Context: an optimization exercise on an open-source flow, tuned for small area, a short achievable clock period and few clock cycles per item. The choices shown serve that exercise and are no tape-out recipe.
At most, simulation tests tie the RTL to the original design; equivalence was not proved.

the previous run:
// hsl_to_rgb_converter_unit
module hsl_to_rgb_converter_unit
(
  input  logic             clk_i,
  input  logic             rst_ni,
  input  logic             in_valid_i,
  output logic             in_ready_o,
  input  logic [hsl2rgb_pkg::HueW-1:0]  hue_degrees_i,
  input  logic [hsl2rgb_pkg::PctW-1:0]  saturation_pct_i,
  input  logic [hsl2rgb_pkg::PctW-1:0]  lightness_pct_i,
  output logic             out_valid_o,
  input  logic             out_ready_i,
  output logic [hsl2rgb_pkg::ChanW-1:0] red_o,
  output logic [hsl2rgb_pkg::ChanW-1:0] green_o,
  output logic [hsl2rgb_pkg::ChanW-1:0] blue_o
);
For scale: about 1500 cells after synthesis, ~17000 um2 of cells after synthesis.
export LEC_CHECK = 0
export ABC_CLOCK_PERIOD_IN_PS = 4500
export CAP_MARGIN = 20
export CORE_MARGIN = 2
export CORE_UTILIZATION = 40
export CTS_BUF_LIST = sky130_fd_sc_hd__clkbuf_4 sky130_fd_sc_hd__clkbuf_8
export SETUP_SLACK_MARGIN = 4.75
export SLEW_MARGIN = 20
create_clock -name core_clock -period 9.5 [get_ports {clk_i}]
standard.sh (not shown) runs the stock make flow with config.mk's settings and CLKGATE_MAP_FILE= SYNTH_SCRIPT=/design/flow/synth_recipe.tcl, a recipe that flattens the netlist after the stock synthesis.
==> flow/flow/run.sh <==
#!/bin/bash
# Layout flow: the standard flow, with one netlist step between synthesis and floorplan.
# flow/polfix.py removes inverters around the full and half adders of the synthesized
# netlist (full adders are self-dual, so some may work on complemented signals); the
# registers and every other cell stay as synthesis made them. Each tool's output goes to
# a log of its own: synth.log, polfix.log, layout.log.
set -euo pipefail
R=orfs/results/sky130hd/hsl_to_rgb_converter_unit/base
bash standard.sh synth > synth.log 2>&1
cp "$R/1_2_yosys.v" yosys_netlist.v
python3 flow/polfix.py yosys_netlist.v "$R/1_2_yosys.v" > polfix.log 2>&1
bash standard.sh > layout.log 2>&1
Other scripts of this flow, unchanged in this note and not shown: flow/flow/polfix.py
Input changes introduced in the current run (baseline for comparison: the previous run):
--- a/flow/design.v
+++ b/flow/design.v
@@ -136,15 +136,15 @@
   hsl2rgb_fa u_s21 (.a_i(y12), .b_i(s13), .c_i(s7), .s_o(s21), .y_o(y21));
   hsl2rgb_fa u_s22 (.a_i(y13), .b_i(s14), .c_i(p38), .s_o(s22), .y_o(y22));
   hsl2rgb_fa u_s23 (.a_i(y14), .b_i(s15), .c_i(p39), .s_o(s23), .y_o(y23));
   hsl2rgb_fa u_s24 (.a_i(y15), .b_i(p34), .c_i(p40), .s_o(s24), .y_o(y24));
   logic [12:0] r0, r1, sum;
   assign r0 = {1'b0, y24, y23, y22, y21, y20, y19, y18, y17, y16, s16, p1, p0};
   assign r1 = {1'b0, p41, s24, s23, s22, s21, s20, s19, s18, s17, p14, p7, 1'b0};
-  assign sum = r0 + r1;
+  hsl2rgb_ks #(.W(13), .L(4)) u_add (.a_i(r0), .b_i(r1), .s_o(sum));
   assign sum_o = sum[12:0];
 endmodule
 module hsl2rgb_add_q (
   input  logic [5:0] m_i,
   input  logic [6:0] s_i,
   input  logic [6:0] l_i,
   output logic [13:0] sum_o
@@ -246,15 +246,15 @@
   hsl2rgb_fa u_s42 (.a_i(y31), .b_i(s32), .c_i(s21), .s_o(s42), .y_o(y42));
   hsl2rgb_fa u_s43 (.a_i(y32), .b_i(s33), .c_i(s23), .s_o(s43), .y_o(y43));
   hsl2rgb_fa u_s44 (.a_i(y33), .b_i(s34), .c_i(l_i[6]), .s_o(s44), .y_o(y44));
   hsl2rgb_fa u_s45 (.a_i(y34), .b_i(y24), .c_i(l_i[6]), .s_o(s45), .y_o(y45));
   logic [13:0] r0, r1, sum;
   assign r0 = {y45, y44, y43, y42, y41, y40, y39, y38, y37, y36, y35, s35, p1, p0};
   assign r1 = {1'b0, s45, s44, s43, s42, s41, s40, s39, s38, s37, s36, l_i[0], p7, 1'b0};
-  assign sum = r0 + r1;
+  hsl2rgb_ks #(.W(14), .L(4)) u_add (.a_i(r0), .b_i(r1), .s_o(sum));
   assign sum_o = sum[13:0];
 endmodule
 module hsl2rgb_mul_r (
   input  logic [12:0] c_i,
   input  logic [2:0] one_i,
   input  logic [2:0] two_i,
   input  logic [2:0] sgn_i,
@@ -703,15 +703,15 @@
   hsl2rgb_fa u_s17 (.a_i(y8), .b_i(s9), .c_i(p33), .s_o(s17), .y_o(y17));
   hsl2rgb_fa u_s18 (.a_i(y9), .b_i(s10), .c_i(p34), .s_o(s18), .y_o(y18));
   hsl2rgb_fa u_s19 (.a_i(y10), .b_i(s11), .c_i(p35), .s_o(s19), .y_o(y19));
   hsl2rgb_fa1 u_s20 (.a_i(y11), .b_i(tens_i[3]), .s_o(s20), .y_o(y20));
   logic [18:0] r0, r1, sum;
   assign r0 = {y19, y18, y17, y16, y15, y14, y13, y12, s12, thr_i[9], thr_i[8], thr_i[7], thr_i[6], thr_i[5], thr_i[4], thr_i[3], thr_i[2], thr_i[1], thr_i[0]};
   assign r1 = {s20, s19, s18, s17, s16, s15, s14, s13, p28, p27, p26, p25, p24, p23, p22, p21, p20, p19, p18};
-  assign sum = r0 + r1;
+  hsl2rgb_ks #(.W(19), .L(5)) u_add (.a_i(r0), .b_i(r1), .s_o(sum));
   assign sum_o = sum[17:10];
 endmodule
 module hsl_to_rgb_converter_unit
 (
   input  logic             clk_i,
   input  logic             rst_ni,
   input  logic             in_valid_i,
## What came out
- The current run ran to completion and came out clean on the timing, DRC and antenna checks.
- Number of gates resized after cts (lower): the current run
- On data required time at the worst endpoint, the current run and the previous run are basically level.
- The current run — worst path arrival time 0.03 ns higher, the previous run as reference
- The current run vs the previous run — worst clock skew on the final layout rose 0.011 ns.
- As of the current run, routed wire length had fallen by a few percent compared to the previous run.
- Global-route usage: higher on the previous run
- In the route summary, the current run ends up with a via count below that of the previous run.
Testbench counts of the current run, summed over its fixed seeds: cycles 12,032, items 12,000.
The RTL of the previous run was laid out without a check of its function.

==> what the ideal ports hide <==
Ports are ideal in the flow. The routed layouts listed here were re-timed in OpenROAD.
Step 1: set_driving_cell puts a clkbuf_16 on clk_i and a buf_2 on each other input, an assumption about the parent block.
Step 2 times the ports against the registers' clock, not the clock port: input delays grow and output delays shrink by t, the midpoint of the rising clock arrivals with the driver on.
Slacks: ideal ports / drivers / drivers and shift; pairs: ideal ports / drivers.
run | t, ns | setup WS [ns] | worst register clock-pin slew, ns
the previous run | 0.532 | 4.866 / 4.866 / 4.866 | 0.10 / 0.10
the current run | 0.532 | 4.834 / 4.834 / 4.834 | 0.11 / 0.11
After both steps every run listed still meets setup and hold.
